From an optimization exercise on the open Yosys and OpenROAD flow, aimed at small area; shortcuts taken in it are not production practice. Only the layout flow was run in this run; the RTL was not checked for function there. Power is estimated from default activity; no workload was simulated.

--- flow/design.v ---
package dmem_pkg;
  localparam logic [31:0] PASS_ADDR = 32'd108;
  localparam logic [31:0] PASS_DATA = 32'hABCDE7D5;
endpackage
module store_log_fifo (
  input  logic        clk_i,
  input  logic        rst_ni,
  input  logic        push_i,
  input  logic [61:0] data_i,
  input  logic        pop_i,
  output logic [61:0] head_o,
  output logic        empty_o,
  output logic        overflow_o
);
  logic [61:0] mem_q [4];
  logic [61:0] z01, z23;
  logic [1:0] wr_q, rd_q;
  logic [2:0] cnt_q;
  logic full, do_push, do_pop;
  logic [3:0] we, rs;
  always_comb begin
    empty_o = cnt_q == 3'd0;
    full = cnt_q[2];
    do_pop = pop_i && !empty_o;
    do_push = push_i && (!full || do_pop);
    overflow_o = push_i && !do_push;
    for (int i = 0; i < 4; i++) begin
      we[i] = do_push && wr_q == 2'(i);
      rs[i] = rd_q == 2'(i);
    end
  end
  for (genvar i = 0; i < 4; i++) begin : g_entry
    hold_word #(.W(62)) u_entry (.clk(clk_i), .we(we[i]), .nwe(!we[i]), .wd(data_i), .q(mem_q[i]));
  end
  aoi22_w #(.W(62)) u_h01 (.a(mem_q[0]), .sa(rs[0]), .b(mem_q[1]), .sb(rs[1]), .y(z01));
  aoi22_w #(.W(62)) u_h23 (.a(mem_q[2]), .sa(rs[2]), .b(mem_q[3]), .sb(rs[3]), .y(z23));
  nand2_w #(.W(62)) u_h (.a(z01), .b(z23), .y(head_o));
  always_ff @(posedge clk_i or negedge rst_ni)
    if (!rst_ni) begin
      wr_q <= '0;
      rd_q <= '0;
      cnt_q <= '0;
    end else begin
      wr_q <= wr_q + 2'(do_push);
      rd_q <= rd_q + 2'(do_pop);
      cnt_q <= cnt_q + 3'(do_push) - 3'(do_pop);
    end
endmodule
module hold_word #(
  parameter int W = 32
) (
  input  logic         clk,
  input  logic         we,
  input  logic         nwe,
  input  logic [W-1:0] wd,
  output logic [W-1:0] q
);
  always_ff @(posedge clk) q <= (q & {W{nwe}}) | (wd & {W{we}});
endmodule
module aoi222_w #(
  parameter int W = 32
) (
  input  logic [W-1:0] a, b, c,
  input  logic         sa, sb, sc,
  output logic [W-1:0] y
);
  assign y = ~((a & {W{sa}}) | (b & {W{sb}}) | (c & {W{sc}}));
endmodule
module aoi22_w #(
  parameter int W = 32
) (
  input  logic [W-1:0] a, b,
  input  logic         sa, sb,
  output logic [W-1:0] y
);
  assign y = ~((a & {W{sa}}) | (b & {W{sb}}));
endmodule
module nand4_w #(
  parameter int W = 32
) (
  input  logic [W-1:0] a, b, c, d,
  output logic [W-1:0] y
);
  assign y = ~(a & b & c & d);
endmodule
module nand2_w #(
  parameter int W = 32
) (
  input  logic [W-1:0] a, b,
  output logic [W-1:0] y
);
  assign y = ~(a & b);
endmodule
module nor3_w #(
  parameter int W = 32
) (
  input  logic [W-1:0] a, b, c,
  output logic [W-1:0] y
);
  assign y = ~(a | b | c);
endmodule
module dmem_responder (
  input  logic        clk,
  input  logic        rst,
  input  logic        mem_write,
  input  logic [31:0] address,
  input  logic [31:0] write_data,
  output logic [31:0] read_data,
  output logic        log_valid,
  input  logic        log_ready,
  output logic [31:0] log_addr,
  output logic [31:0] log_data,
  output logic        log_overflow,
  output logic        misaligned,
  output logic        done
);
  logic [31:0] ram_q [64];
  logic [5:0] idx;
  logic is_mmio, aligned, ram_we, log_push, fifo_empty, fifo_ovf;
  logic ovf_q, mis_q, done_q;
  logic [63:0] wsel, rsel;
  logic [61:0] head;
  logic [31:0] z [22];
  logic [31:0] o [6];
  logic [31:0] m0, m1;
  always_comb begin
    idx = address[7:2];
    is_mmio = |address[31:10];
    aligned = address[1:0] == 2'b00;
    ram_we = mem_write && aligned && !is_mmio;
    log_push = mem_write && aligned && is_mmio;
    for (int w = 0; w < 64; w++) begin
      wsel[w] = ram_we && idx == 6'(w);
      rsel[w] = !is_mmio && idx == 6'(w);
    end
    log_valid = !fifo_empty;
    log_addr = {head[61:32], 2'b00};
    log_data = head[31:0];
    log_overflow = ovf_q;
    misaligned = mis_q;
    done = done_q;
  end
  for (genvar w = 0; w < 64; w++) begin : g_word
    hold_word #(.W(32)) u_word (.clk(clk), .we(wsel[w]), .nwe(!wsel[w]), .wd(write_data), .q(ram_q[w]));
  end
  for (genvar g = 0; g < 20; g++) begin : g_rd3
    aoi222_w #(.W(32)) u_aoi (.a(ram_q[3*g]), .sa(rsel[3*g]), .b(ram_q[3*g+1]), .sb(rsel[3*g+1]),
                              .c(ram_q[3*g+2]), .sc(rsel[3*g+2]), .y(z[g]));
  end
  aoi22_w #(.W(32)) u_rd60 (.a(ram_q[60]), .sa(rsel[60]), .b(ram_q[61]), .sb(rsel[61]), .y(z[20]));
  aoi22_w #(.W(32)) u_rd62 (.a(ram_q[62]), .sa(rsel[62]), .b(ram_q[63]), .sb(rsel[63]), .y(z[21]));
  for (genvar k = 0; k < 5; k++) begin : g_rd4
    nand4_w #(.W(32)) u_nand (.a(z[4*k]), .b(z[4*k+1]), .c(z[4*k+2]), .d(z[4*k+3]), .y(o[k]));
  end
  nand2_w #(.W(32)) u_rd_n5 (.a(z[20]), .b(z[21]), .y(o[5]));
  nor3_w #(.W(32)) u_rd_m0 (.a(o[0]), .b(o[1]), .c(o[2]), .y(m0));
  nor3_w #(.W(32)) u_rd_m1 (.a(o[3]), .b(o[4]), .c(o[5]), .y(m1));
  nand2_w #(.W(32)) u_rd_out (.a(m0), .b(m1), .y(read_data));
  always_ff @(posedge clk or negedge rst)
    if (!rst) begin
      ovf_q <= 1'b0;
      mis_q <= 1'b0;
      done_q <= 1'b0;
    end else begin
      ovf_q <= ovf_q || fifo_ovf;
      mis_q <= mis_q || (mem_write && !aligned);
      done_q <= done_q || (mem_write && address == dmem_pkg::PASS_ADDR && write_data == dmem_pkg::PASS_DATA);
    end
  store_log_fifo u_fifo (
    .clk_i      (clk),
    .rst_ni     (rst),
    .push_i     (log_push),
    .data_i     ({address[31:2], write_data}),
    .pop_i      (log_valid && log_ready),
    .head_o     (head),
    .empty_o    (fifo_empty),
    .overflow_o (fifo_ovf)
  );
endmodule
--- flow/run.sh ---
#!/bin/bash
# synth_recipe.tcl (not shown) runs the flow's synth.tcl, then flattens the netlist and writes it again
# the make line also repeats each setting of config.mk as NAME=value (left out here)
make -C /OpenROAD-flow-scripts/flow DESIGN_CONFIG=/design/flow/config.mk WORK_HOME=/design/flow/orfs CLKGATE_MAP_FILE= SYNTH_SCRIPT=/design/flow/synth_recipe.tcl finish
--- flow/config.mk ---
export PLATFORM = sky130hd
export DESIGN_NAME = dmem_responder
export DESIGN_NICKNAME = dmem_responder
export VERILOG_FILES = /design/flow/design.v
export SDC_FILE = /design/flow/constraint.sdc
export NUM_CORES = 4
export LEC_CHECK = 0
export CAP_MARGIN = 20
export CORE_MARGIN = 2
export CORE_UTILIZATION = 40
export SLEW_MARGIN = 20
export SYNTH_HIERARCHICAL = 1
--- flow/constraint.sdc ---
create_clock -name core_clock -period 8.0 [get_ports {clk}]
set_input_delay 1.6000 -clock core_clock [delete_from_list [all_inputs] [get_ports {clk}]]
set_output_delay 1.6000 -clock core_clock [all_outputs]
set_load 0.01 [all_outputs]
==> impl_metrics.csv <==
group,metric,value,unit
synthesis,dominantRegCellSynth,"dfxtp_1",
power_and_ir_drop,p_sw,6.67,mW
power_and_ir_drop,comb_power_share,10.5,%
cells_and_area,fin_nets,6915,
floorplan,die_h,467,um
cells_and_area,drive_gt1_share,17.5,%
placed_design,numPlacedInstances,9435,
floorplan,dieArea,218000,um^2
placed_design,gp_congestion,0.907,
timing,timing_hold_violations_final,0,
setup_path,crit_type,"primary input to output pin",
setup_path,cp.required,6.40,ns
clock_tree,cts.htree.levels,4,
floorplan,die_x,467,um
global_route,grt_first_pass_wirelength,464000,um
setup_path,cp_data_arrival_time,6.56,ns
timing,slew_violations,0,
routing,drt_first_pass_iters,12,
timing,period_needed,8.16,ns
cells_and_area,fillCellCount,19300,
synthesis,synth_cell_types,49,
power_and_ir_drop,seqPwrFrac,47.3,%
routing,viasPerCell,6.87,
setup_path,r2r_start,"u_fifo.cnt_q[2]",
global_route,grt_pass1_vias,64100,
timing,hold_ws,0.475,ns
clock_tree,cts-root-buf,"clkbuf_16",
synthesis,ys_seq_area_share,53.9,%
clock_tree,clock-sinks,2306,
power_and_ir_drop,power_leakage,35.6,nW
global_route,grt_max_degree,69,
clock_tree,clockBufferDepth,3,
power_and_ir_drop,p_clk_share,42.2,%
setup_path,cp-endpoint,"read_data[8]",
setup_path,path_buf_inv,5,
cells_and_area,final_cells,9849,
timing,fmax,123,MHz
synthesis,synth_edf_count,0,
global_route,grt_usage,28.3,%
clock_tree,clock_latency,0.91,ns
timing,worstMarginPinSlew,1.27,ns
synthesis,ys_seq_elements,2306,
setup_path,crit_family,"simple AND/OR/NAND/NOR gates",
global_route,overflow,0,
placed_design,place_ws,-0.338,ns
timing,slew_headroom,14.0,%
run_status,status,"finished with violations",
routing,drt_iter0_markers,11800,
setup_path,r2r_slack,4.99,ns
routing,route.detailed.drc,0,
placed_design,dp_hpwl,193000,um
setup_path,critPathLaunchType,"primary input",
setup_path,crit_path_start,"address[22]",
timing,finalSetupViolCount,3,
floorplan,initial_core_util,40.3,%
clock_tree,cts_setup_buffers,0,
synthesis,syn_inst,6787,
routing,routedWlPerCell,32.9,um
timing,setup_ws,-0.160,ns
setup_path,critical_path_cell_count,13,
synthesis,synth-warning-count,14,
setup_path,r2r_cells,6,
synthesis,synth_top_area_share,53.6,%
cells_and_area,multiInputGateArea,32900,um^2
timing,fin_tns_setup,-0.217,ns
setup_path,cp-end-kind,"output pin",
setup_path,crit_fanout,26,
clock_tree,cts_tree,"done",
global_route,antenna_found_initial,7,
synthesis,synthTopCellsByArea,"dfxtp_1 (54%), a22o_1 (22%), buf_6 (7.8%), a222oi_1 (7.5%), a22oi_2 (1.8%)",
cells_and_area,seqCellArea,46200,um^2
placed_design,placed_area,87300,um^2
synthesis,syn_area_per_cell,12.6,um^2
power_and_ir_drop,p_int,19.9,mW
floorplan,rows,169,
synthesis,netlist_area,85800,um^2
setup_path,path_cells,"clkdlybuf4s50_1 > nor4_1 > and3_1 > nand3_2 > buf_6 > nor2_2 > buf_4 > buf_4 > a222oi_1 > nand4_1 > nor3_4 > nand2_2 > clkdlybuf4s50_1",
setup_path,crit_slowest_cell,"a222oi_1",
timing,final.period_utilization,102,%
power_and_ir_drop,swShare,25.1,%
min_path,hold_class,"flip-flop to flip-flop",
power_and_ir_drop,power-per-cell-area,279,nW/um^2
cells_and_area,syn_to_final_growth,11.1,%
synthesis,async_flop_share,0.434,%
routing,drt-total-wl,324000,um
floorplan,fp.coreArea,213000,um^2
clock_tree,cts.clk_slew.worst_paths,0.06,ns
placed_design,port_buffers,165,
routing,via_count,67700,
cells_and_area,final_common_cell,"dfxtp_1",
clock_tree,cts_buffers,225,
routing,ant_nets,0,
timing,rsz0062_at_grt,"false",
synthesis,yosysTopAreaCell,"dfxtp_1",
job,max-cap-violations,0,
timing,fin_skew,0.0406,ns
cells_and_area,fin_area,95300,um^2
setup_path,timing.rr.end,"u_fifo.g_entry[0].u_entry.q[49]",
setup_path,critPathMaxStageDelay,0.75,ns
power_and_ir_drop,ir_drop,0.000367,V
floorplan,pin_count,168,
run_status,check.faults,"negative setup slack",
cells_and_area,final_cell_mix,"dfxtp_1 (2296), a22o_1 (2168), a222oi_1 (640)",
[flip-flops by register name (all words and copies together) (netlist names)]
register,cells
g_word.u_word.q,2048
done_q,1
u_fifo.cnt_q,3
u_fifo.rd_q,2
ovf_q,1
u_fifo.g_entry.u_entry.q,248
u_fifo.wr_q,2
mis_q,1
[repair_timing]
| item | 4_1_cts | 5_1_grt |
|---|---|---|
| hold buffers | 0 | 0 |
| pin swaps | 5 | 4 |
| endpoints found under the setup margin | 3 | 15 |
| resized for setup | 7 | 16 |
[Yosys stat by module, one instance, submodules excluded, excerpt]
module | cells | area (um^2) | copies in the design
store_log_fifo | 42 | 455 | 1
dmem_responder | 315 | 1540 | 1
[how the worst min path moves through the flow]
stage / startpoint / end / slack [ns] / cells after the start
CTS: ovf_q / ovf_q / 0.48 / 1
global route: g_word[32].u_word.q[14] / g_word[32].u_word.q[14] / 0.49 / 1
global placement: ovf_q / ovf_q / 0.46 / 1
detailed placement: ovf_q / ovf_q / 0.45 / 1
floorplan: g_word[10].u_word.q[29] / g_word[10].u_word.q[29] / 0.45 / 1
finish: ovf_q / ovf_q / 0.48 / 1
[cell families (layout without fill, tap and decap cells)]
| logic type | Yosys count | after routing | share of synthesized area (%) |
|---|---|---|---|
| DFF | 2306 | 2306 | 53.9 |
| AOI/OAI and AO/OA | 3131 | 3131 | 33.5 |
| xor gates and xnor gates | 5 | 5 | 0.0510 |
| other | 1 | 5 | 0.00437 |
| and+or+nand+nor | 650 | 650 | 4.17 |
| adders and majority gates | 3 | 3 | 0.0525 |
| buffers and inverters | 691 | 928 | 8.34 |
[layout make-up]
class,count,share of cell area [%]
sequential,2306,48.5
multi-input combinational,3791,34.5
clock buffer,316,6.82
timing repair buffer,516,5.00
tap,2821,3.70
clock inverter,92,1.47
inverter,4,0.0157
antenna,3,0.00787
[Yosys cell counts (2+ instances only)]
library cell / number
buf_4: 2
nor4_1: 4
a22oi_1: 68
o21ai_0: 2
nor4b_1: 2
nand2_1: 203
clkbuf_1: 18
and4_1: 5
nor3_2: 64
dfrtp_1: 10
nand2b_1: 6
or4_4: 2
nand4_1: 168
nor2_1: 134
nor2_4: 10
a22o_1: 2168
nor3_1: 8
and4b_1: 3
nor2b_1: 11
xnor2_1: 4
buf_2: 72
a222oi_1: 640
or4_1: 3
a22oi_2: 120
dfxtp_1: 2296
ha_1: 2
nor4bb_1: 3
a22o_2: 128
inv_1: 4
nand3_1: 10
nand4b_1: 2
and2_1: 3
buf_6: 595
nor4_2: 2
[power groups by stage]
stage	Clock (mW)	Sequential (mW)	Combinational, mW
floorplan	0	12.7	1.68
global placement	0	12.8	2.75
detailed placement	0	12.8	2.77
CTS	11.3	12.6	2.80
global route	11.8	12.6	2.97
finish	11.2	12.6	2.80
[layer usage]
metal	GRT usage (%)	share of wire [%]	up-vias	wire (um)
li1	-	-	28200	-
met1	37.9	40	34600	131000
met2	41.7	43	4221	140000
met3	7.76	11	675	36200
met4	14.2	5.2	6	17000
met5	0	0.013	-	43
[stage by stage]
| step | total power [mW] | utilization [%] |
|---|---|---|
| after CTS | 26.7 | 44.8 |
| final | 26.6 | 44.8 |
| after floorplan | 14.4 | - |
| after global routing | 27.4 | 44.8 |
| after global placement | 15.5 | 41.0 |
| after detailed placement | 15.6 | 41.0 |

==> what the ideal ports hide <==
The flow's constraints put no driver on any port. The routed layout listed below was extracted and timed again, unchanged, in two steps.
Step 1 sets driving cells, clkbuf_16 on the clock port and buf_2 on the other inputs (assumed; they add their load-dependent delay and slew).
Step 2 also shifts input and output timing later by t, the mid clock arrival at the registers, as if the neighbouring blocks saw the same clock.
Three values: no drivers, after step 1, after step 2; two values: the first two.
t, ns: 0.956
setup WS [ns]: -0.160 / -0.186 / -0.186
worst setup path after step 2: input to output
The setup slack of this run moves by -0.026 ns with the drivers and by -0.026 ns with both steps.
